What follows belongs to an exercise in optimizing a design on an open flow for small area and a short achievable clock period; a production flow would make more cautious choices. In this exercise RTL edits were held to simulation tests only and were not proved equivalent to the original. Power is estimated from default activity; no workload was simulated.

## flow/design.v

```verilog
package flow_switch_pkg;
	typedef struct packed {
		logic [1:0] dest;
		logic [3:0] payload;
	} word_fields_t;
	typedef union packed {
		logic [6-1:0] raw;
		word_fields_t       fields;
	} word_u;
	typedef struct packed {
		logic full;
		logic empty;
		logic almost_full;
		logic almost_empty;
		logic error;
	} fifo_status_t;
	typedef struct packed {
		logic               psel;
		logic               penable;
		logic               pwrite;
		logic [4-1:0] paddr;
		logic [8-1:0] pwdata;
	} apb_req_t;
	typedef struct packed {
		logic [8-1:0] prdata;
		logic               pready;
		logic               pslverr;
	} apb_rsp_t;
	typedef struct packed {
		logic [5-1:0] af;
		logic [5-1:0] ae;
	} thresh_t;
endpackage
`timescale 1ns/1ps
module fifo16 #(
	parameter int W        = 6,
	parameter bit NO_OVERRUN = 1'b0
) (
	input  logic         clk,
	input  logic         reset_L,
	input  logic         i_wr,
	input  logic [W-1:0] i_wr_data,
	input  logic         i_rd,
	output logic [W-1:0] o_rd_data,
	output logic [4:0]   o_cnt,
	output logic         o_empty,
	output logic         o_overrun,
	output logic         o_underrun
);
	logic [W-1:0] mem [16];
	logic [4:0]   cnt;
	logic         overrun;
	logic         underrun;
	logic         full;
	logic         empty;
	logic         wr_ok;
	logic         rd_ok;
	assign empty = cnt[4];
	assign full  = (cnt == 5'd15);
	assign wr_ok = NO_OVERRUN ? i_wr : (i_wr && (!full || i_rd));
	assign rd_ok = i_rd && !empty;
	always_ff @(posedge clk) begin
		if (wr_ok) begin
			mem[0] <= i_wr_data;
			for (int k = 1; k < 16; k++)
				mem[k] <= mem[k-1];
		end
	end
	assign o_rd_data = mem[cnt[3:0]];
	always_ff @(posedge clk) begin
		if (!reset_L) begin
			cnt      <= 5'b11111;
			overrun  <= 1'b0;
			underrun <= 1'b0;
		end else begin
			if (wr_ok && !rd_ok)
				cnt <= cnt + 5'd1;
			else if (rd_ok && !wr_ok)
				cnt <= cnt - 5'd1;
			if (i_wr)
				overrun <= !wr_ok;
			if (i_rd)
				underrun <= empty;
		end
	end
	assign o_cnt      = cnt;
	assign o_empty    = empty;
	assign o_overrun  = NO_OVERRUN ? 1'b0 : overrun;
	assign o_underrun = underrun;
endmodule
`timescale 1ns/1ps
module vc_arbiter (
	input  logic                            clk,
	input  logic                            reset_L,
	input  logic                            i_enable,
	input  logic [4-1:0]              i_in_empty,
	input  logic [4-1:0][6-1:0] i_in_head,
	input  logic [4-1:0]              i_out_af,
	output logic [4-1:0]              o_in_pop,
	output logic [4-1:0]              o_out_wr,
	output logic [3:0]                      o_out_data
);
	logic [4-1:0] eligible;
	logic [1:0]         last_q;
	logic [1:0]         grant_idx;
	logic               grant_vld;
	logic [4-1:0] xfer_wr_q;
	logic [3:0]         xfer_pl_q;
	logic [6-1:0] grant_word;
	always_comb begin
		for (int i = 0; i < 4; i++)
			eligible[i] = i_enable && !i_in_empty[i] &&
				!i_out_af[i_in_head[i][6-1 -: 2]];
	end
	always_comb begin
		logic [1:0] idx;
		grant_vld = 1'b0;
		grant_idx = last_q;
		for (int k = 1; k <= 4; k++) begin
			idx = last_q + 2'(k);
			if (!grant_vld && eligible[idx]) begin
				grant_vld = 1'b1;
				grant_idx = idx;
			end
		end
	end
	assign grant_word = i_in_head[grant_idx];
	always_comb begin
		o_in_pop = '0;
		if (grant_vld)
			o_in_pop[grant_idx] = 1'b1;
	end
	always_ff @(posedge clk) begin
		if (!reset_L) begin
			last_q    <= 2'd3;
			xfer_wr_q <= '0;
		end else begin
			xfer_wr_q <= '0;
			if (grant_vld) begin
				last_q <= grant_idx;
				xfer_wr_q[grant_word[6-1 -: 2]] <= 1'b1;
			end
		end
	end
	always_ff @(posedge clk)
		xfer_pl_q <= grant_word[3:0];
	assign o_out_wr   = xfer_wr_q;
	assign o_out_data = xfer_pl_q;
endmodule
`timescale 1ns/1ps
module flow_ctrl_regs (
	input  logic               clk,
	input  logic               reset_L,
	input  logic               i_psel,
	input  logic               i_penable,
	input  logic               i_pwrite,
	input  logic [3:0]         i_paddr,
	input  logic [7:0]         i_pwdata,
	output logic [7:0]         o_prdata,
	output logic               o_pready,
	output logic               o_pslverr,
	input  logic [4-1:0] i_in_empty,
	input  logic [4-1:0] i_in_error,
	input  logic [4-1:0] i_out_empty,
	input  logic [4-1:0] i_out_error,
	output logic               o_enable,
	output logic [3:0]         o_af
);
	logic       enable_q;
	logic [3:0] af_q;
	logic [3:0] ae_q;
	logic [7:0] err_q;
	logic [7:0] err_clr;
	logic [7:0] rd_mux;
	logic       wr_en;
	assign wr_en = i_psel && i_penable && i_pwrite;
	assign err_clr = (wr_en && i_paddr == 4'hC) ? i_pwdata : '0;
	always_ff @(posedge clk) begin
		if (!reset_L) begin
			enable_q <= 1'b0;
			af_q     <= 4'd15;
			ae_q     <= 4'd1;
			err_q    <= '0;
		end else begin
			if (wr_en && i_paddr == 4'h0)
				enable_q <= i_pwdata[0];
			if (wr_en && i_paddr == 4'h4) begin
				af_q <= (i_pwdata[3:0] == 4'd0) ? 4'd1 : i_pwdata[3:0];
				ae_q <= i_pwdata[7:4];
			end
			err_q <= (err_q & ~err_clr) | {i_out_error, i_in_error};
		end
	end
	always_comb begin
		case (i_paddr)
			4'h0:    rd_mux = {7'd0, enable_q};
			4'h4:    rd_mux = {ae_q, af_q};
			4'h8:    rd_mux = {i_in_empty, i_out_empty};
			4'hC:    rd_mux = err_q;
			default: rd_mux = '0;
		endcase
	end
	assign o_prdata  = (i_psel && !i_pwrite) ? rd_mux : '0;
	assign o_pready  = 1'b1;
	assign o_pslverr = i_psel && i_penable && (i_paddr[1:0] != 2'b00);
	assign o_enable = enable_q;
	assign o_af     = af_q;
endmodule
`timescale 1ns/1ps
module flow_switch_top (
	input  logic                        clk,
	input  logic                        reset_L,
	input  logic                        i_psel,
	input  logic                        i_penable,
	input  logic                        i_pwrite,
	input  logic [4-1:0]          i_paddr,
	input  logic [8-1:0]          i_pwdata,
	output logic [8-1:0]          o_prdata,
	output logic                        o_pready,
	output logic                        o_pslverr,
	input  logic [4-1:0]          i_push,
	input  logic [4*6-1:0]  i_in_data,
	input  logic [4-1:0]          i_pop,
	output logic [4*6-1:0]  o_out_data,
	output logic [4-1:0]          o_out_empty
);
	logic [4-1:0]              in_empty;
	logic [4-1:0]              in_error;
	logic [4-1:0][6-1:0] in_head;
	logic [4-1:0]              in_pop;
	logic [4-1:0]              out_empty;
	logic [4-1:0]              out_af;
	logic [4-1:0]              out_error;
	logic [4-1:0]              out_wr;
	logic [3:0]                      xfer_data;
	logic                            enable;
	logic [3:0]                      af;
	for (genvar g = 0; g < 4; g++) begin : g_ch
		logic [3:0] out_head;
		logic [4:0] in_cnt;
		logic [4:0] out_cnt;
		logic       in_ovr;
		logic       in_unr;
		logic       out_ovr;
		logic       out_unr;
		fifo16 #(.W(6)) u_in_fifo (
			.clk        (clk),
			.reset_L    (reset_L),
			.i_wr       (i_push[g]),
			.i_wr_data  (i_in_data[g*6 +: 6]),
			.i_rd       (in_pop[g]),
			.o_rd_data  (in_head[g]),
			.o_cnt      (in_cnt),
			.o_empty    (in_empty[g]),
			.o_overrun  (in_ovr),
			.o_underrun (in_unr)
		);
		fifo16 #(.W(4), .NO_OVERRUN(1'b1)) u_out_fifo (
			.clk        (clk),
			.reset_L    (reset_L),
			.i_wr       (out_wr[g]),
			.i_wr_data  (xfer_data),
			.i_rd       (i_pop[g]),
			.o_rd_data  (out_head),
			.o_cnt      (out_cnt),
			.o_empty    (out_empty[g]),
			.o_overrun  (out_ovr),
			.o_underrun (out_unr)
		);
		assign in_error[g]  = in_ovr;
		assign out_error[g] = out_unr;
		assign out_af[g] = !out_cnt[4] && (out_cnt[3:0] >= af - 4'd1);
		assign o_out_data[g*6 +: 6] = i_pop[g] ? {2'(g), out_head} : '0;
		assign o_out_empty[g] = out_empty[g];
	end
	vc_arbiter u_arbiter (
		.clk        (clk),
		.reset_L    (reset_L),
		.i_enable   (enable),
		.i_in_empty (in_empty),
		.i_in_head  (in_head),
		.i_out_af   (out_af),
		.o_in_pop   (in_pop),
		.o_out_wr   (out_wr),
		.o_out_data (xfer_data)
	);
	flow_ctrl_regs u_regs (
		.clk         (clk),
		.reset_L     (reset_L),
		.i_psel      (i_psel),
		.i_penable   (i_penable),
		.i_pwrite    (i_pwrite),
		.i_paddr     (i_paddr),
		.i_pwdata    (i_pwdata),
		.o_prdata    (o_prdata),
		.o_pready    (o_pready),
		.o_pslverr   (o_pslverr),
		.i_in_empty  (in_empty),
		.i_in_error  (in_error),
		.i_out_empty (out_empty),
		.i_out_error (out_error),
		.o_enable    (enable),
		.o_af        (af)
	);
endmodule
```

## flow/run.sh

```bash
#!/bin/bash
# synth_recipe.tcl (not shown) runs the flow's synth.tcl, then flattens the netlist and writes it again
# the make line also repeats each setting of config.mk as NAME=value (left out here)
make -C /OpenROAD-flow-scripts/flow DESIGN_CONFIG=/design/flow/config.mk WORK_HOME=/design/flow/orfs CLKGATE_MAP_FILE= SYNTH_SCRIPT=/design/flow/synth_recipe.tcl finish
```

## flow/config.mk

```make
export PLATFORM = sky130hd
export DESIGN_NAME = flow_switch_top
export DESIGN_NICKNAME = flow_switch_top
export VERILOG_FILES = /design/flow/design.v
export SDC_FILE = /design/flow/constraint.sdc
export NUM_CORES = 4
export LEC_CHECK = 0
export CAP_MARGIN = 20
export CORE_MARGIN = 2
export CORE_UTILIZATION = 45
export PLACE_DENSITY = 0.6
export SETUP_SLACK_MARGIN = 2.6
export SLEW_MARGIN = 20
```

## flow/constraint.sdc

```tcl
create_clock -name core_clock -period 5.0 [get_ports {clk}]
set_input_delay 1.0000 -clock core_clock [delete_from_list [all_inputs] [get_ports {clk}]]
set_output_delay 1.0000 -clock core_clock [all_outputs]
set_load 0.01 [all_outputs]
```

==> impl_metrics.tcl, run 1 <==
set metrics [dict create \
    outcome "no timing/DRC/antenna violations" \
    p_per_area_nw_per_um2 415 \
    cp_top_family "compound AO/OA/AOI/OAI gates" \
    critPathCaptureType "flip-flop" \
    post-synth-top-count-cell "edfxtp_1" \
    core_um2 67300 \
    n_antenna_cell 0 \
    worstSetupPathType "reg2reg" \
    synth_cell_type_count 82 \
    rsz0062_at_grt "true" \
    max-clock-path-buffers 3 \
    p_clk_share_pct 34.8 \
    cts.sinks 715 \
    fmaxAchievable_mhz 222 \
    worstSkewPairLatency_ns 0.63 \
    place_inst 3134 \
    synth.avg_cell_area_um2 13.7 \
    hpwl_mm 44.3 \
    die_area_um2 70100 \
    start_util_pct 45.5 \
    grt_pass1_vias 20572 \
    synthCells 2227 \
    syn_area_um2 30600 \
    critPathLaunchType "flip-flop" \
    reg2reg_setup_slack_ns 0.50 \
    port_buffers 81 \
    p_total_mw 16.7 \
    synthTopCellsByCount "edfxtp_1 (640), nand2_1 (154), a21oi_1 (125)" \
    finalNetCount 2681 \
    slowest_delay_ns 0.53 \
    min_period_ns 4.50 \
    antenna_left 0 \
    crit_chain "inv_4 > ha_4 > xnor2_4 > buf_12 > ha_4 > a21oi_2 > o21ai_2 > o21ai_2 > a21oi_2 > mux4_2 > nor3_4 > or2_4 > a2bb2oi_4 > a2111oi_4 > nor2b_4 > ha_4 > inv_4 > ha_4 > a21o_1 > a21oi_2 > xnor2_1 > or3_1 > nand3_1" \
    root_buffer "clkbuf_16" \
    die_y_um 265 \
    switchingPower_mw 4.47 \
    final_max_slew_viol_count 0 \
    fin_skew_ns 0.0326 \
    critPathArrivalTime_ns 5.05 \
    vias 20776 \
    leakage_nw 15.0 \
    first_pass_iters 6 \
    viasPerCell 5.91 \
    synth_top_area_share_pct 62.8 \
    die_w_um 265 \
    ff2ff_path_depth 23 \
    synth_enable_flop_cells 640 \
    overflow 0 \
    wl_mm 79.0 \
    reg2reg_from "u_regs.af_q[0]" \
    crit_path_end "g_ch[2].u_in_fifo.cnt[4]" \
    area_growth_pct 31.6 \
    drc 0 \
    async_flop_share_pct 0 \
    worst-path-stages 23 \
    yosysTopAreaCell "edfxtp_1" \
    clk_pin_slew_worst_paths_ns 0.06 \
    htree_levels 3 \
    yosysWarnings 6 \
    grt_pass1_wl_mm 118 \
    path_buf_inv 3 \
    ys.flop_type "edfxtp_1" \
    fin_setup_tns_ns 0 \
    track_usage_pct 21.4 \
    finalNonFillerCells 3516 \
    tightest_slew_ns 0.967 \
    max-cap-violations 0 \
    worstReg2RegEnd "g_ch[2].u_in_fifo.cnt[4]" \
    cts_buffers 76 \
    combPwrFrac_pct 19.5 \
    hold_path.class "reg2reg" \
    cts_tree "yes" \
    yosysSeqAreaShare_pct 67.7 \
    wl_per_cell_um 22.5 \
    vdd_drop_max_mv 0.248 \
    gp_congestion 0.895 \
    crit_top_cell "ha_4" \
    slew-limit-headroom_pct 35.5 \
    dr.first_iter.drc_count 2129 \
    finalSetupViolations 0 \
    finalHoldViolCount 0 \
    rows 95 \
    synthTopCellsByArea "edfxtp_1 (63%), dfxtp_1 (4.9%), mux2i_1 (3.2%)" \
    seqPwrFrac_pct 45.7 \
    num-fill-cells 5047 \
    switching_share_pct 26.8 \
    crit_required_ns 5.55 \
    crit_path_top_delay_cell "mux4_2" \
    antenna_found_initial 2 \
    period_share_pct 90.1 \
    yosys_register_bits 715 \
    path_max_fanout 5 \
    startpoint "u_regs.af_q[0]" \
    grt_max_degree 66 \
    io_pins 87 \
    intPower_mw 12.2 \
    drive_gt1_share_pct 29.0 \
]
-- metrics by stage --
step                hold slack, ns  util [%]  setup WS [ns]  area, µm²
floorplan                    0.417         -         -0.577      30800
global placement             0.423      48.6          0.135      32700
detailed placement           0.428      48.6         0.0262      32700
CTS                          0.432      57.9          0.634      38900
global route                 0.440      59.9          0.253      40300
finish                       0.429      59.9          0.497      40300
-- state kept, by name, summed over array words and instances, names as in the netlist --
name	flops
g_ch.u_in_fifo.cnt	20
g_ch.u_in_fifo.mem	384
g_ch.u_in_fifo.overrun	4
g_ch.u_out_fifo.cnt	20
g_ch.u_out_fifo.mem	256
g_ch.u_out_fifo.underrun	4
u_arbiter.last_q	2
u_arbiter.xfer_pl_q	4
u_arbiter.xfer_wr_q	4
u_regs.ae_q	4
u_regs.af_q	4
u_regs.enable_q	1
u_regs.err_q	8
-- worst min-delay path by stage --
stage | start | to | depth (start not counted)
2_1_floorplan | g_ch[0].u_in_fifo.mem[2][5] | g_ch[0].u_in_fifo.mem[3][5] | 0
3_3_place_gp | g_ch[3].u_out_fifo.mem[6][1] | g_ch[3].u_out_fifo.mem[7][1] | 0
3_5_place_dp | g_ch[2].u_in_fifo.mem[1][0] | g_ch[2].u_in_fifo.mem[2][0] | 0
4_1_cts | g_ch[1].u_in_fifo.mem[8][5] | g_ch[1].u_in_fifo.mem[9][5] | 0
5_1_grt | g_ch[3].u_in_fifo.mem[2][3] | g_ch[3].u_in_fifo.mem[3][3] | 0
6_report | g_ch[3].u_in_fifo.mem[9][3] | g_ch[3].u_in_fifo.mem[10][3] | 0
-- cell families after synthesis --
| logic type | Yosys count | share of synthesized area, % |
|---|---|---|
| XOR/XNOR | 34 | 0.973 |
| other | 2 | 0.0245 |
| AO/OA/AOI/OAI | 524 | 11.4 |
| adder cells (fa/ha/maj) | 53 | 2.36 |
| buffers and inverters | 189 | 2.62 |
| AND/OR/NAND/NOR | 542 | 8.67 |
| flip-flops | 715 | 67.7 |
| multiplexers | 168 | 6.22 |
-- cells in the final DEF (no fill, tap or decap), types with 36 or more instances in the layout --
cell / count
clkbuf_16: 101
edfxtp_1: 640
a21oi_1: 95
nand2_1: 151
buf_12: 38
nor2b_1: 48
a31oi_1: 44
a22oi_1: 36
dfxtp_1: 40
mux2i_1: 90
nor2_1: 103
o21ai_0: 78
buf_16: 37
clkdlybuf4s50_1: 36
buf_6: 60
buf_4: 158
nand3_1: 58
mux2_2: 44
-- power by group through the flow --
stage | clock (mW) | combinational [mW] | sequential [mW]
2_1_floorplan | 0 | 1.70 | 7.49
3_3_place_gp | 0 | 2.33 | 7.74
3_5_place_dp | 0 | 2.37 | 7.74
4_1_cts | 5.93 | 3.01 | 7.63
5_1_grt | 6.14 | 3.47 | 7.69
6_report | 5.81 | 3.26 | 7.64
-- routing by layer --
metal | track usage, % | vias to the layer above | routed length [µm]
met5 | 0 | - | 24
met2 | 33.6 | 848 | 37000
met1 | 30.1 | 10423 | 34500
li1 | - | 9329 | -
met4 | 7.34 | 4 | 2330
met3 | 4.09 | 172 | 5190
-- cell type report --
class                      count  area [µm²]  area share [%]
sequential                   715       20800            51.7
multi-input combinational   1326       10100            25.1
timing repair buffer         413        5450            13.5
clock buffer                  99        2160            5.35
tap                          873        1090            2.71
clock inverter                43         429            1.07
inverter                      47         210           0.522
-- repair_timing --
action,4_1_cts,5_1_grt
pin swaps,87,68
resized for setup,507,119
endpoints found under the setup margin,468,447
gates cloned,47,24
buffers inserted,129,40
hold buffers,0,0
==> run 2: changes to the inputs <==
--- a/flow/config.mk
+++ b/flow/config.mk
@@ -10,4 +10,4 @@
 export CORE_UTILIZATION = 45
 export PLACE_DENSITY = 0.6
-export SETUP_SLACK_MARGIN = 2.6
+export SETUP_SLACK_MARGIN = 2.0
 export SLEW_MARGIN = 20
==> run 2 against run 1 <==
Effect of this change:
- non-clock buffer count shrank 4
- critical path depth up 1
- utilization down 0.38 points
- synthesized cell count is the same
==> impl_metrics.tcl, run 2 <==
set metrics [dict create \
    worstSkewPairLatency_ns 0.63 \
    synth_cell_type_count 82 \
    cts_buffers 76 \
    port_buffers 81 \
    track_usage_pct 21.4 \
    crit_required_ns 5.55 \
    reg2reg_setup_slack_ns 0.43 \
    cts.sinks 715 \
    grt_pass1_wl_mm 118 \
    vias 20653 \
    largest_register_ffs 384 \
    path_max_fanout 4 \
    reg.largest.list "g_ch.u_in_fifo.mem: 384 flops, g_ch.u_out_fifo.mem: 256 flops" \
    reg2reg_from "u_regs.af_q[0]" \
    tightest_slew_ns 0.944 \
    rows 95 \
    min_period_ns 4.57 \
    p_per_area_nw_per_um2 417 \
    final_max_slew_viol_count 0 \
    die_y_um 265 \
    overflow 0 \
    gp_congestion 0.895 \
    fmaxAchievable_mhz 219 \
    outcome "no timing/DRC/antenna violations" \
    layout_commonest_cell "edfxtp_1" \
    fin_skew_ns 0.0326 \
    async_flop_share_pct 0 \
    synth.avg_cell_area_um2 13.7 \
    synthTopCellsByArea "edfxtp_1 (63%), dfxtp_1 (4.9%), mux2i_1 (3.2%)" \
    whs_endpoint "g_ch[3].u_in_fifo.mem[10][3]" \
    critPathArrivalTime_ns 5.12 \
    grt_busiest_layer "met2" \
    rsz0062_at_grt "true" \
    synth_enable_flop_cells 640 \
    root_buffer "clkbuf_16" \
    area_growth_pct 30.8 \
    syn_area_um2 30600 \
    wl_mm 78.1 \
    slew-limit-headroom_pct 37.1 \
    io_pins 87 \
    die_w_um 265 \
    vdd_drop_max_mv 0.248 \
    hold_path.class "reg2reg" \
    min_from "g_ch[3].u_in_fifo.mem[9][3]" \
    synthTopCellsByCount "edfxtp_1 (640), nand2_1 (154), a21oi_1 (125)" \
    grtUsageMet3_pct 4.09 \
    final_cell_mix "edfxtp_1 (640), buf_4 (165), nand2_1 (150)" \
    htree_levels 3 \
    first_pass_iters 6 \
    p_total_mw 16.7 \
    drive_gt1_share_pct 28.5 \
    clk_pin_slew_worst_paths_ns 0.06 \
    finalSetupViolations 0 \
    grt_max_degree 66 \
    critPathCaptureType "flip-flop" \
    finalNetCount 2677 \
    num-fill-cells 5084 \
    hpwl_mm 44.3 \
    antenna_left 0 \
    synth_top_area_share_pct 62.8 \
    worstReg2RegEnd "g_ch[2].u_in_fifo.cnt[4]" \
    grt_pass1_vias 20572 \
    critPathLaunchType "flip-flop" \
    timing.final.ws_setup_ns 0.433 \
    post-place-ws_ns 0.0262 \
    max-cap-violations 0 \
    ys.flop_type "edfxtp_1" \
    leakage_nw 14.9 \
    post-synth-top-count-cell "edfxtp_1" \
    yosysTopAreaCell "edfxtp_1" \
    yosysSeqAreaShare_pct 67.7 \
    period_share_pct 91.3 \
    die_area_um2 70100 \
    n_antenna_cell 0 \
    fin_setup_tns_ns 0 \
    cts_tree "yes" \
    wl_per_cell_um 22.2 \
    yosysWarnings 6 \
    use_met2_pct 33.6 \
    dr.first_iter.drc_count 2141 \
    yosys_register_bits 715 \
    start_util_pct 45.5 \
    viasPerCell 5.88 \
    synthCells 2227 \
    ff2ff_path_depth 24 \
    drc 0 \
    antenna_found_initial 2 \
    core_um2 67300 \
    grtUsageMet1_pct 30.1 \
    worstSetupPathType "reg2reg" \
    top_register "g_ch.u_in_fifo.mem" \
    holdPathStages 0 \
    max-clock-path-buffers 3 \
    finalHoldViolCount 0 \
]
[run 2: cell families after synthesis]
family	after synthesis	synth area share, %
AOI/OAI and AO/OA	524	11.4
muxes	168	6.22
and+or+nand+nor	542	8.67
other	2	0.0245
buffers and inverters	189	2.62
adders and majority gates	53	2.36
xor gates and xnor gates	34	0.973
DFF	715	67.7
[run 2: worst max path at each step]
stage          slack [ns]  depth (start not counted)            from                  endpoint
6_report             0.43                         24  u_regs.af_q[0]  g_ch[2].u_in_fifo.cnt[4]
5_1_grt              0.21                         24  u_regs.af_q[0]  g_ch[2].u_in_fifo.cnt[4]
4_1_cts              0.63                         23  u_regs.af_q[0]  g_ch[0].u_in_fifo.cnt[4]
3_5_place_dp         0.03                         22  u_regs.af_q[0]  g_ch[2].u_in_fifo.cnt[4]
3_3_place_gp         0.13                         22  u_regs.af_q[0]  g_ch[2].u_in_fifo.cnt[4]
2_1_floorplan       -0.58                         23  u_regs.af_q[0]  g_ch[3].u_in_fifo.cnt[4]
[run 2: area by class of cell]
cell class                 instances  area, µm²  area share [%]
timing repair buffer             409       5210            13.0
clock buffer                      99       2160            5.39
sequential                       715      20800            52.0
multi-input combinational       1326      10100            25.3
clock inverter                    43        429            1.07
tap                              873       1090            2.73
inverter                          47        210           0.525
[run 2: repair_timing]
action                     4_1_cts  5_1_grt
setup buffers                  129       42
cloned                          47       18
pin swaps                       85       70
hold buffers                     0        0
setup endpoints to repair      447      440
gates resized for setup        439      117
[run 2: worst max-delay path, stage by stage (launching register included)]
cell	delay, ns
dfxtp_4	0.36
inv_4	0.04
ha_4	0.16
xnor2_4	0.12
buf_12	0.15
ha_4	0.24
a21oi_2	0.12
o21ai_2	0.07
o21ai_1	0.15
a21oi_2	0.10
buf_4	0.15
mux2_4	0.30
a2111oi_4	0.44
or2_4	0.22
a2bb2oi_4	0.06
a2111oi_4	0.44
nor2b_4	0.09
ha_4	0.18
inv_4	0.08
ha_4	0.21
a21o_1	0.20
a21oi_2	0.14
xnor2_1	0.08
or3_1	0.31
nand3_1	0.08
[run 2: per-stage QoR]
step	area (µm²)	hold WS, ns	std cells	util (%)
6_report	40000	0.431	3512	59.5
5_1_grt	40000	0.439	3512	59.5
4_1_cts	38900	0.432	3452	57.8
3_5_place_dp	32700	0.428	3134	48.6
3_3_place_gp	32700	0.423	3134	48.6
2_1_floorplan	30800	0.417	2230	-
[run 2: power by group]
| part | total, mW | internal [mW] | switching [mW] |
|---|---|---|---|
| combinational | 3.26 | 1.58 | 1.67 |
| sequential | 7.64 | 7.18 | 0.455 |
| clock | 5.80 | 3.47 | 2.33 |
[run 2: layer usage]
metal | share of wire (%) | routed length, µm
met5 | 0.031 | 24
met4 | 3.1 | 2450
met3 | 6.5 | 5080
met2 | 47 | 36500
met1 | 44 | 34100
==> run 3: changes to the inputs <==
--- a/flow/config.mk
+++ b/flow/config.mk
@@ -10,4 +10,3 @@
 export CORE_UTILIZATION = 45
 export PLACE_DENSITY = 0.6
-export SETUP_SLACK_MARGIN = 2.0
 export SLEW_MARGIN = 20
==> run 3 against run 2 <==
Effect of this change:
- still clean
- count of clock-buffer cells in the layout is the same
- power down 6.4%
- clock skew fell by 0.0060 ns
- combinational power down 27%
- synthesized cell count is the same
- non-clock buffer count is 235 lower
- critical path depth shrank 1
- critical endpoint unchanged
- largest cell class unchanged
==> impl_metrics.tcl, run 3 <==
set metrics [dict create \
    outcome "no timing/DRC/antenna violations" \
    fmaxAchievable_mhz 212 \
    cts_tree "yes" \
    cts.sinks 715 \
    start_util_pct 45.5 \
    wl_per_cell_um 20.7 \
    grt_pass1_vias 18531 \
    die_w_um 265 \
    ys.flop_type "edfxtp_1" \
    viasPerCell 5.76 \
    overflow 0 \
    critPathLaunchType "flip-flop" \
    crit_required_ns 5.54 \
    worstSkewPairLatency_ns 0.62 \
    cts_resized 0 \
    path_buf_inv 3 \
    crit_top_cell "ha_1" \
    min_period_ns 4.72 \
    antenna_left 0 \
    synthCells 2227 \
    largest_register_ffs 384 \
    io_pins 87 \
    whs_ns 0.437 \
    core_um2 67300 \
    slew-limit-headroom_pct 39.3 \
    max-clock-path-buffers 3 \
    yosys_register_bits 715 \
    place_inst 3135 \
    dr.first_iter.drc_count 2099 \
    grt_max_degree 97 \
    die_area_um2 70100 \
    fin_skew_ns 0.0266 \
    gp_congestion 0.854 \
    async_flop_share_pct 0 \
    cts_buffers 78 \
    finalHoldViolCount 0 \
    vdd_drop_max_mv 0.235 \
    htree_levels 3 \
    ctsHoldBuffers 0 \
    synth.avg_cell_area_um2 13.7 \
    hold_path.class "reg2reg" \
    synth_cell_type_count 82 \
    synth_top_area_share_pct 62.8 \
    synth_enable_flop_cells 640 \
    fin_setup_tns_ns 0 \
    max-cap-violations 0 \
    root_buffer "clkbuf_16" \
    clk_pin_slew_worst_paths_ns 0.06 \
    final_core_util_pct 52.5 \
    post_cts_buffers 0 \
    track_usage_pct 19.2 \
    yosysSeqAreaShare_pct 67.7 \
    yosysTopAreaCell "edfxtp_1" \
    die_y_um 265 \
    period_share_pct 94.3 \
    synthTopCellsByCount "edfxtp_1 (640), nand2_1 (154), a21oi_1 (125)" \
    worstSetupPathType "reg2reg" \
    finalNonFillerCells 3275 \
    crit_chain "inv_4 > ha_4 > xnor2_4 > ha_1 > a21oi_1 > o21ai_1 > o21ai_1 > a21oi_2 > mux4_2 > nor3_2 > buf_4 > or2_4 > a2bb2oi_2 > a2111oi_4 > nor2b_4 > ha_1 > inv_2 > ha_1 > a21o_1 > a21oi_2 > xnor2_1 > or3_1 > nand3_1" \
    drc 0 \
    crit_path_top_delay_cell "mux4_2" \
    rows 95 \
    layout_commonest_cell "edfxtp_1" \
    path_max_fanout 5 \
    antenna_found_initial 3 \
    p_per_area_nw_per_um2 443 \
    reg.largest.list "g_ch.u_in_fifo.mem: 384 flops, g_ch.u_out_fifo.mem: 256 flops" \
    leakage_nw 12.6 \
    wl_mm 67.6 \
    grt_pass1_wl_mm 107 \
    synthTopCellsByArea "edfxtp_1 (63%), dfxtp_1 (4.9%), mux2i_1 (3.2%)" \
    critPathCaptureType "flip-flop" \
    post-synth-top-count-cell "edfxtp_1" \
    cp_top_family "compound AO/OA/AOI/OAI gates" \
    num-fill-cells 5587 \
    area_growth_pct 15.3 \
    drive_gt1_share_pct 13.4 \
    first_pass_iters 5 \
    hpwl_mm 44.5 \
    n_antenna_cell 0 \
    final_cell_mix "edfxtp_1 (640), nand2_1 (154), nor2_1 (121)" \
    critPathArrivalTime_ns 5.25 \
    vias 18860 \
    tightest_slew_ns 0.910 \
    finalNetCount 2444 \
    slowest_delay_ns 0.50 \
    yosysWarnings 6 \
    port_buffers 81 \
    final_max_slew_viol_count 0 \
    syn_area_um2 30600 \
    top_register "g_ch.u_in_fifo.mem" \
    finalSetupViolations 0 \
]
## run 3: worst paths after layout
path | start | end | slack, ns | cells after the start
setup / recovery | u_regs.af_q[0] | g_ch[2].u_in_fifo.cnt[4] | 0.28 | 23
hold / removal | g_ch[0].u_in_fifo.mem[6][3] | g_ch[0].u_in_fifo.mem[7][3] | 0.44 | 0
setup reg to reg | u_regs.af_q[0] | g_ch[2].u_in_fifo.cnt[4] | 0.28 | 23
hold reg to reg | g_ch[0].u_in_fifo.mem[6][3] | g_ch[0].u_in_fifo.mem[7][3] | 0.44 | 0
## run 3: layer usage
layer,share of wire [%],GRT usage (%),routed length (µm)
met1,47,28.6,32100
met2,44,28.1,29800
met3,5.4,3.60,3660
met4,3.0,6.73,2000
met5,0.043,0,29
## run 3: layout make-up
| type | count | area, µm² | share of cell area, % |
|---|---|---|---|
| sequential | 715 | 20700 | 58.7 |
| multi-input combinational | 1326 | 9270 | 26.3 |
| clock buffer | 99 | 2060 | 5.84 |
| timing repair buffer | 174 | 1550 | 4.39 |
| tap | 873 | 1090 | 3.09 |
| clock inverter | 41 | 412 | 1.17 |
| inverter | 47 | 179 | 0.507 |
## run 3: power breakdown
part	internal (mW)	switching [mW]
logic	1.00	1.38
registers	7.19	0.431
clock network	3.33	2.30
## run 3: cell families (layout without fill, tap and decap cells)
family                   Yosys count  in the layout  synth area share [%]
adder cells (fa/ha/maj)           53             53                  2.36
buffers and inverters            189            361                  2.62
other                              2              5                0.0245
AND/OR/NAND/NOR                  542            542                  8.67
flip-flops                       715            715                  67.7
XOR/XNOR                          34             34                 0.973
AO/OA/AOI/OAI                    524            524                  11.4
multiplexers                     168            168                  6.22
## run 3: per-stage QoR
step	worst slack, ns	power [mW]	instance area (µm²)
2_1_floorplan	-0.577	9.19	30800
3_3_place_gp	0.267	10.1	32800
3_5_place_dp	0.0547	10.1	32800
4_1_cts	0.0340	15.8	35200
5_1_grt	-0.0391	16.3	35300
6_report	0.284	15.6	35300

==> static timing again, ports no longer ideal <==
No port has a modelled driver above. Below, the same layouts with a new extraction and two added sets of constraints.
Step 1: set_driving_cell puts a clkbuf_16 on clk and a buf_2 on each other input, an assumption about the parent block.
Step 2 moves the port delays by t, midway between the first and last clock arrival at a register: inputs arrive t later, outputs are due t later. That takes back most of the time a late clock gives input paths.
Three values: ideal, step 1, step 2; two values: the first two.
run	t (ns)	setup WS [ns]	worst setup path after step 2	latest minus earliest clock arrival (ns)	pins driven straight from the clock port
run 1	0.675	0.497 / 0.497 / 0.497	register to register	0.032 / 0.033	1
run 2	0.674	0.433 / 0.433 / 0.433	register to register	0.032 / 0.033	1
run 3	0.672	0.284 / 0.284 / 0.284	register to register	0.027 / 0.028	1
After both steps setup and hold are still met in every run listed.
